This design comes from an exercise in tuning for small area, a short achievable clock period and few clock cycles per item on the open sky130 flow, not from production work. Function was checked by simulation only, so behaviour that the tests miss may differ from the original.

==> inputs of juniper <==
==> flow/design.v (excerpt) <==
module fft_bfly_pipe #(
  parameter int DATA_W = 16,
  parameter int TW_W   = 16,
  parameter int TAG_W  = 8
) (
  input  logic              clk,
  input  logic              rst,
  input  logic              in_valid,
  output logic              in_ready,
  input  logic [DATA_W-1:0] a_re,
  input  logic [DATA_W-1:0] a_im,
  input  logic [DATA_W-1:0] b_re,
  input  logic [DATA_W-1:0] b_im,
  input  logic [TW_W-1:0]   w_re,
  input  logic [TW_W-1:0]   w_im,
  input  logic              inv,
  input  logic              scale,
  input  logic [TAG_W-1:0]  tag_in,
  output logic              out_valid,
  input  logic              out_ready,
  output logic [DATA_W-1:0] y0_re,
  output logic [DATA_W-1:0] y0_im,
  output logic [DATA_W-1:0] y1_re,
  output logic [DATA_W-1:0] y1_im,
  output logic              ovf,
  output logic [TAG_W-1:0]  tag_out
);
  function automatic logic [16:0] bsel(
    input logic [15:0] x,
    input logic        one,
    input logic        two,
    input logic        neg
  );
    bsel = (({17{one}} & {x[15], x}) | ({17{two}} & {x, 1'b0})) ^ {17{neg}};
  endfunction
  logic en;
  logic v1_q, v2_q, v3_q;
  assign en       = !v3_q | out_ready;
  assign in_ready = en;
  logic [7:0] owr_d, twr_d, nwr_d, owi_d, twi_d, nwi_d;
  logic [16:0] wre_e, wim_e;
  assign wre_e = {w_re, 1'b0};
  assign wim_e = {w_im, 1'b0};
  always_comb begin
    for (int j = 0; j < 8; j++) begin
      owr_d[j] = wre_e[2*j+1] ^ wre_e[2*j];
      twr_d[j] = (wre_e[2*j+2] ^ wre_e[2*j+1]) & ~(wre_e[2*j+1] ^ wre_e[2*j]);
      nwr_d[j] = wre_e[2*j+2];
      owi_d[j] = wim_e[2*j+1] ^ wim_e[2*j];
      twi_d[j] = (wim_e[2*j+2] ^ wim_e[2*j+1]) & ~(wim_e[2*j+1] ^ wim_e[2*j]);
      nwi_d[j] = wim_e[2*j+2];
    end
  end
  logic [15:0] r1_br, r1_bi;
  logic [15:0] r1_ar, r1_ai;
  logic [7:0]  r1_owr, r1_twr, r1_nwr;   
  logic [7:0]  r1_owi, r1_twi;           
  logic [7:0]  r1_nwiim;                 
  logic [7:0]  r1_nwire;                 
  logic        r1_sc;
  logic [TAG_W-1:0] r1_tag;
  always_ff @(posedge clk) begin
    if (rst) v1_q <= 1'b0;
    else if (en) v1_q <= in_valid;
  end
  always_ff @(posedge clk) begin
    if (en) begin
  ...
==> flow/config.mk <==
export PLATFORM = sky130hd
export DESIGN_NAME = fft_bfly_pipe
export DESIGN_NICKNAME = fft_bfly_pipe
export VERILOG_FILES = /design/flow/design.v
export SDC_FILE = /design/flow/constraint.sdc
export NUM_CORES = 4
export LEC_CHECK = 0
export CAP_MARGIN = 20
export CORE_MARGIN = 2
export CORE_UTILIZATION = 40
export SETUP_SLACK_MARGIN = 3.8
export SLEW_MARGIN = 20
export SYNTH_HIERARCHICAL = 1
export SYNTH_MINIMUM_KEEP_SIZE = 0
export TNS_END_PERCENT = 0
==> flow/constraint.sdc <==
create_clock -name core_clock -period 7.5 [get_ports {clk}]
set_input_delay 1.5000 -clock core_clock [delete_from_list [all_inputs] [get_ports {clk}]]
set_output_delay 1.5000 -clock core_clock [all_outputs]
set_load 0.01 [all_outputs]
run.sh (not shown) runs the stock make flow with config.mk's settings and CLKGATE_MAP_FILE= SYNTH_SCRIPT=/design/flow/synth_recipe.tcl, a recipe that flattens the netlist after the stock synthesis.
==> amber (differences from juniper) <==
- CORE_UTILIZATION: 40 -> 55
- PLACE_DENSITY: unset -> 0.7
==> run summary <==
- amber produced a clean layout. juniper finished clean.
- Critical path depth: juniper is higher than amber (8).
- Against juniper, the first-iteration DRC count of amber is larger by 8.3%.
- Via count: juniper is smaller than amber (about 1%).
- Of amber and juniper, amber has the higher non-clock buffer count (gap 3).
- Maximum frequency: juniper is smaller than amber (1.6%).
- In area after synthesis, amber and juniper do not differ.
==> figures <==
| item | juniper | amber |
|---|---|---|
| Run status | no timing/DRC/antenna violations | no timing/DRC/antenna violations |
| Startpoint of the most critical hold path | r2_tag[6] | r2_tag[0] |
| Clock buffer count | 55 | 48 |
| Rel. slew slack | 0.358 | 0.355 |
| Placer Congestion | 0.829 | 0.860 |
| Layout-to-synthesis area ratio | 1.121x | 1.108x |
| Largest net degree at the start of global routing | 73 | 103 |
| Global routing usage on met2 | 0.369 | 0.462 |
| First-pass GRT wire length | 182 mm | 173 mm |
| Total routed wire length on the met1 layer | 50.6 mm | 45.0 mm |
| Multi-input combinational area share | 0.636 | 0.645 |
| Slowest Stage Delay on Critical Path | 560 ps | 250 ps |
Testbench counts of juniper, summed over its fixed seeds: cycles 16,024, items 16,000.
Testbench counts of amber, summed over its fixed seeds: cycles 16,024, items 16,000.


==> exp/ember <==
Another version of the RTL of fft_bfly_pipe (not shown whole).
==> flow/config.mk <==
export PLATFORM = sky130hd
export DESIGN_NAME = fft_bfly_pipe
export DESIGN_NICKNAME = fft_bfly_pipe
export VERILOG_FILES = /design/flow/design.v
export SDC_FILE = /design/flow/constraint.sdc
export NUM_CORES = 4
export LEC_CHECK = 0
export CAP_MARGIN = 20
export CORE_MARGIN = 2
export CORE_UTILIZATION = 40
export SETUP_SLACK_MARGIN = 3.8
export SLEW_MARGIN = 20
export SYNTH_HIERARCHICAL = 1
export SYNTH_MINIMUM_KEEP_SIZE = 0
export TNS_END_PERCENT = 0
==> flow/constraint.sdc <==
create_clock -name core_clock -period 7.5 [get_ports {clk}]
set_input_delay 1.5000 -clock core_clock [delete_from_list [all_inputs] [get_ports {clk}]]
set_output_delay 1.5000 -clock core_clock [all_outputs]
set_load 0.01 [all_outputs]
==> inputs of exp/quartz, as changes to exp/ember <==
--- a/flow/design.v
+++ b/flow/design.v
@@ -114,16 +114,15 @@
       nwi_d[j] = wim_e[2*j+2];
     end
   end
   logic [15:0] r1_br, r1_bi;
   logic [15:0] r1_ar, r1_ai;
   logic [7:0]  r1_owr, r1_twr, r1_nwr;   
   logic [7:0]  r1_owi, r1_twi;           
-  logic [7:0]  r1_nwiim;                 
-  logic [7:0]  r1_nwire;                 
+  logic [7:0]  r1_nwire, r1_nwiim;       
   logic        r1_sc;
   logic [TAG_W-1:0] r1_tag;
   always_ff @(posedge clk) begin
     if (rst) v1_q <= 1'b0;
     else if (en) v1_q <= in_valid;
   end
   always_ff @(posedge clk) begin
@@ -133,20 +132,20 @@
       r1_ar    <= a_re;
       r1_ai    <= a_im;
       r1_owr   <= owr_d;
       r1_twr   <= twr_d;
       r1_nwr   <= nwr_d;
       r1_owi   <= owi_d;
       r1_twi   <= twi_d;
+      r1_nwire <= nwi_d ^ {8{~inv}};
       r1_nwiim <= nwi_d ^ {8{inv}};
       r1_sc    <= scale;
       r1_tag   <= tag_in;
     end
   end
-  assign r1_nwire = ~r1_nwiim;
   logic [34:0] re_r0, re_r1, im_r0, im_r1;
   logic        lre, lim;         
   wire [16:0] br_wr_pp0 = bsel(r1_br, r1_owr[0], r1_twr[0], r1_nwr[0]);
   wire [16:0] br_wr_pp1 = bsel(r1_br, r1_owr[1], r1_twr[1], r1_nwr[1]);
   wire [16:0] br_wr_pp2 = bsel(r1_br, r1_owr[2], r1_twr[2], r1_nwr[2]);
   wire [16:0] br_wr_pp3 = bsel(r1_br, r1_owr[3], r1_twr[3], r1_nwr[3]);
   wire [16:0] br_wr_pp4 = bsel(r1_br, r1_owr[4], r1_twr[4], r1_nwr[4]);
@@ -1825,23 +1824,23 @@
     if (en) begin
       r2_re0 <= re_r0[34:LC];
       r2_re1 <= re_r1[34:LC];
       r2_im0 <= im_r0[34:LC];
       r2_im1 <= im_r1[34:LC];
       r2_rec <= lre;
       r2_imc <= lim;
-      r2_ar  <= 17'({r1_ar[15], r1_ar} + {16'd0, r1_sc} + (r1_sc ? 17'h10000 : 17'h08000));
-      r2_ai  <= 17'({r1_ai[15], r1_ai} + {16'd0, r1_sc} + (r1_sc ? 17'h10000 : 17'h08000));
+      r2_ar  <= {r1_ar[15], r1_ar} + {16'd0, r1_sc};
+      r2_ai  <= {r1_ai[15], r1_ai} + {16'd0, r1_sc};
       r2_sc  <= r1_sc;
       r2_tag <= r1_tag;
     end
   end
   logic [19:0] ar20, ai20;
-  assign ar20 = {3'd0, r2_ar};
-  assign ai20 = {3'd0, r2_ai};
+  assign ar20 = {{3{r2_ar[16]}}, r2_ar};
+  assign ai20 = {{3{r2_ai[16]}}, r2_ai};
   logic [18:0] y0r, y0i, y1r, y1i;
   wire sbre_1;
   bfly_xor sbre_1_u (.a(r2_re0[6]), .b(r2_re1[6]), .y(sbre_1));
   wire sbre_2;
   bfly_xor sbre_2_u (.a(r2_re0[7]), .b(r2_re1[7]), .y(sbre_2));
   wire sbre_3;
   bfly_xor sbre_3_u (.a(r2_re0[8]), .b(r2_re1[8]), .y(sbre_3));
@@ -3539,17 +3538,19 @@
   bfly_xor sbim_423_u (.a(sbim_299), .b(sbim_422), .y(sbim_423));
   wire sbim_424;
   bfly_ao sbim_424_u (.a(sbim_387), .b(sbim_388), .c(sbim_46), .y(sbim_424));
   wire sbim_425;
   bfly_xor sbim_425_u (.a(sbim_300), .b(sbim_424), .y(sbim_425));
   assign y0i = {sbim_281, sbim_279, sbim_277, sbim_275, sbim_273, sbim_271, sbim_269, sbim_267, sbim_265, sbim_263, sbim_261, sbim_259, sbim_257, sbim_255, sbim_253, sbim_251, sbim_249, sbim_247, sbim_245};
   assign y1i = {sbim_425, sbim_423, sbim_421, sbim_419, sbim_417, sbim_415, sbim_413, sbim_411, sbim_409, sbim_407, sbim_405, sbim_403, sbim_401, sbim_399, sbim_397, sbim_395, sbim_393, sbim_391, sbim_389};
-  function automatic logic [16:0] fin(input logic [18:0] z, input logic sc);
-    fin[15:0] = sc ? {~z[16], z[15:1]} : {~z[15], z[14:0]};
-    fin[16]   = z[18] | z[17] | (z[16] & ~sc);
+  function automatic logic [16:0] fin(input logic [18:0] v, input logic sc);
+    logic [18:0] t;
+    t = sc ? {v[18], v[18:1]} : v;
+    fin[15:0] = t[15:0];
+    fin[16]   = !((&t[18:15]) | ~(|t[18:15]));
   endfunction
   logic [16:0] f0r, f0i, f1r, f1i;
   assign f0r = fin(y0r, r2_sc);
   assign f0i = fin(y0i, r2_sc);
   assign f1r = fin(y1r, r2_sc);
   assign f1i = fin(y1i, r2_sc);
   logic [15:0] res_y0r, res_y0i, res_y1r, res_y1i;
SETUP_SLACK_MARGIN = 4.2   (was 3.8)
==> comparison table <==
item                                                                      exp/quartz           exp/ember
Result of the run                                   no timing/DRC/antenna violations  no timing/DRC/antenna violations
Ratio of cells with drive above 1 in the final layout                         17.00%              14.04%
Post-synthesis register bit count                                                354                 346
Cell depth of the worst setup path                                                10                  11
Clock network latency to the later pin of the worst-skew pair                0.64 ns             0.63 ns
Max-Slew Margin vs Limit                                                      25.06%              36.45%
Sequential area share after synthesis                                         26.26%              25.75%
Fraction of the cycle the final worst path needs                              49.72%              49.41%
DP Area                                                                    43550 um2           43290 um2
Fraction of cell area in non-clock buffers                                    7.240%              6.439%
Last weighted congestion value of the routability-driven placer               0.8481              0.8345
Initial standard-cell utilization of the core                                 40.37%              40.29%
Wire length of the first global-routing pass                                188.4 mm            178.7 mm
DP HPWL                                                                     80.80 mm            76.52 mm
Share of cell area taken by flip-flops and latches                            22.84%              22.90%
Via-per-instance ratio                                                         5.704               5.640
Startpoint of the worst setup timing path                        r1_bi[15]$_DFFE_PP_  r1_bi[4]$_DFFE_PP_
Die Span Y                                                                  321.7 um            321.1 um
GRT Resource Usage Total                                                      24.10%              22.53%
Area growth from synthesis to layout                                          14.97%              12.44%
Min setup slack post-route                                                  3.771 ns            3.795 ns
Total routed wirelength                                                     125.7 mm            116.5 mm
Testbench counts of exp/ember, summed over its fixed seeds: cycles 16,024, items 16,000.
Testbench counts of exp/quartz, summed over its fixed seeds: cycles 16,024, items 16,000.


==> run a <==
fft_bfly_pipe, a different RTL version from the one above (not shown whole).
Settings: LEC_CHECK=0, CAP_MARGIN=20, CORE_MARGIN=2, CORE_UTILIZATION=40, SETUP_SLACK_MARGIN=3.3, SLEW_MARGIN=20, SYNTH_HIERARCHICAL=1, SYNTH_MINIMUM_KEEP_SIZE=0; clock period 7.5 ns.
==> inputs of run b, as changes to run a <==
TNS_END_PERCENT = 0   (was not set)
==> run summary <==
Run a went through all stages and came out clean. Run b passed the timing, DRC and antenna checks.
Of run a and run b, run b has the higher non-clock buffer count (gap 4).
Worst hold slack: run a is better than run b (0.0056 ns).
In die area, run b and run a do not differ.
Against run b, the worst setup slack of run a is better by 0.027 ns.
Synthesized area is the same in run b and run a.
==> figures <==
item                                                                          run b                    run a
Number of nets in the final layout                                             4369                     4366
Slew Limit Headroom                                                           29.3%                    32.6%
Slowest stage delay, CP                                                     0.54 ns                  0.42 ns
Drt total wl                                                                 121 mm                   122 mm
Share of final layout cell area taken by non-clock buffers                    8.17%                    8.67%
Run status                                                  complete, no violations  complete, no violations
Met3 Usage GRT                                                                5.15%                    4.72%
Post-route setup slack                                                      3.17 ns                  3.19 ns
Top achievable clock speed                                                  231 MHz                  232 MHz
Testbench counts of run a, summed over its fixed seeds: cycles 16,024, items 16,000.
Testbench counts of run b, summed over its fixed seeds: cycles 16,024, items 16,000.


==> pepper <==
Another version of the RTL of fft_bfly_pipe (not shown whole).
==> flow/config.mk <==
export PLATFORM = sky130hd
export DESIGN_NAME = fft_bfly_pipe
export DESIGN_NICKNAME = fft_bfly_pipe
export VERILOG_FILES = /design/flow/design.v
export SDC_FILE = /design/flow/constraint.sdc
export NUM_CORES = 4
export LEC_CHECK = 0
export CAP_MARGIN = 20
export CORE_MARGIN = 2
export CORE_UTILIZATION = 55
export CTS_CLUSTER_DIAMETER = 150
export CTS_CLUSTER_SIZE = 24
export PLACE_DENSITY = 0.7
export SETUP_SLACK_MARGIN = 4.0
export SLEW_MARGIN = 20
export SYNTH_HIERARCHICAL = 1
export SYNTH_MINIMUM_KEEP_SIZE = 0
export TNS_END_PERCENT = 0
==> flow/constraint.sdc <==
create_clock -name core_clock -period 7.5 [get_ports {clk}]
set_input_delay 1.5000 -clock core_clock [delete_from_list [all_inputs] [get_ports {clk}]]
set_output_delay 1.5000 -clock core_clock [all_outputs]
set_load 0.01 [all_outputs]
standard.sh (not shown) runs the stock make flow with config.mk's settings and CLKGATE_MAP_FILE= SYNTH_SCRIPT=/design/flow/synth_recipe.tcl, a recipe that flattens the netlist after the stock synthesis.
==> flow/flow/run.sh <==
#!/bin/bash
set -o pipefail
export BUFFER_PORTS_ARGS="-buffer_cell sky130_fd_sc_hd__buf_1"
bash standard.sh > standard.log 2>&1
==> inputs of garnet, as changes to pepper <==
SETUP_SLACK_MARGIN = 3.9   (was 4.0)
==> inputs of cedar, as changes to pepper <==
SETUP_SLACK_MARGIN = 3.8   (was 4.0)
==> flow_metrics.py <==
metrics = {
    "drt": {
        "routedWlPerCell_microns": 23.3,
        "met2_length_microns": 49500,
        "met3_length_microns": 10300,
    },
    "global_route": {
        "met1_usage_pct": 37.5,
        "first_global_vias": 29700,
        "grt_util_met2_pct": 46.4,
        "grt.total_usage_pct": 28.7,
    },
    "layout": {
        "buffers": 303,
        "multi_input_area_sq_um": 28500,
        "multi_input_cells": 3000,
        "nFillCells": 6022,
    },
    "outcome": {
        "status": "complete, no violations",
    },
    "timing": {
        "period_needed_ns": 3.69,
        "fin_skew_ns": 0.0520,
        "max_freq_ghz": 0.271,
    },
    "critical_path": {
        "crit_path_end": "in_ready",
        "reg2reg_from": "r1_nwiim[5]",
    },
}
Source of the figures above: cedar

==> flow_metrics.py <==
metrics = {
    "layout": {
        "syn_to_final_growth_pct": 9.04,
        "nFillCells": 5929,
        "multi_input_cells": 3001,
        "buffers": 332,
    },
    "outcome": {
        "status": "complete, no violations",
    },
    "worst_hold_path": {
        "min-delay-start": "r2_tag[4]",
    },
    "global_route": {
        "first_global_vias": 30100,
        "grt.total_usage_pct": 29.2,
        "met1_usage_pct": 37.5,
    },
    "placed_design": {
        "dpl_worst_slack_ns": 3.32,
    },
    "critical_path": {
        "cp_top_family": "XOR/XNOR gates",
        "reg2reg_from": "r1_br[14]",
    },
    "drt": {
        "met2_length_microns": 50500,
    },
    "timing": {
        "max_freq_ghz": 0.274,
        "fin_setup_tns_ns": 0,
        "period_needed_ns": 3.65,
    },
    "cts": {
        "post_cts_buffers": 36,
    },
}
Source of the figures above: pepper

==> flow_metrics.py <==
metrics = {
    "timing": {
        "fin_skew_ns": 0.0517,
        "worst_pin_slew_ns": 0.916,
        "period_needed_ns": 3.67,
    },
    "drt": {
        "met3_length_microns": 10900,
        "routedWlPerCell_microns": 23.5,
        "met2_length_microns": 50000,
    },
    "layout": {
        "nFillCells": 5918,
        "final_core_util_pct": 60.7,
        "multi_input_area_sq_um": 28800,
        "buffers": 320,
    },
    "global_route": {
        "antenna_found_initial": 1,
        "grt_util_met2_pct": 46.6,
        "grt.total_usage_pct": 28.9,
    },
    "logic_synthesis": {
        "synth.top_cells.by_count": "xnor2_1 (587), xor2_1 (581), a22oi_1 (480), edfxtp_1 (343), fa_1 (294)",
    },
    "outcome": {
        "status": "complete, no violations",
    },
    "critical_path": {
        "reg2reg_from": "r1_owr[0]",
    },
}
Source of the figures above: garnet

Testbench counts of pepper, summed over its fixed seeds: cycles 16,024, items 16,000.
Testbench counts of garnet, summed over its fixed seeds: cycles 16,024, items 16,000.
Testbench counts of cedar, summed over its fixed seeds: cycles 16,024, items 16,000.

separate check: timing with driven ports:
Ports are ideal in the flow. The routed layouts listed here were re-timed in OpenROAD. Step 1, drivers: a clkbuf_16 drives clk and a buf_2 each remaining input, both assumed. Step 2 times the ports against the registers' clock, not the clock port: input delays grow and output delays shrink by t, the midpoint of the rising clock arrivals with the driver on. a / b / c = no drivers / after step 1 / after step 2; a / b = the first two.
| run | t (ns) | slack for setup (ns) | worst slew at a driven data input, ns | cell pins on the clock port's net |
|---|---|---|---|---|
| juniper | 0.677 | 3.745 / 3.745 / 3.745 | 0.08 | 1 |
| amber | 0.641 | 3.805 / 3.785 / 3.315 | 0.06 | 1 |
| exp/ember | 0.691 | 3.795 / 3.795 / 3.403 | 0.08 | 1 |
| exp/quartz | 0.686 | 3.771 / 3.771 / 3.648 | 0.07 | 1 |
| run a | 0.698 | 3.193 / 3.193 / 3.193 | 0.06 | 1 |
| run b | 0.696 | 3.166 / 3.166 / 3.166 | 0.06 | 1 |
| pepper | 0.642 | 3.848 / 3.848 / 3.607 | 0.08 | 1 |
| garnet | 0.637 | 3.827 / 3.827 / 3.633 | 0.09 | 1 |
| cedar | 0.641 | 3.811 / 3.779 / 3.651 | 0.09 | 1 |
After both steps every run listed still meets setup and hold. The setup slack of amber, which loses most, moves by -0.020 ns with the drivers and by -0.490 ns with both steps.
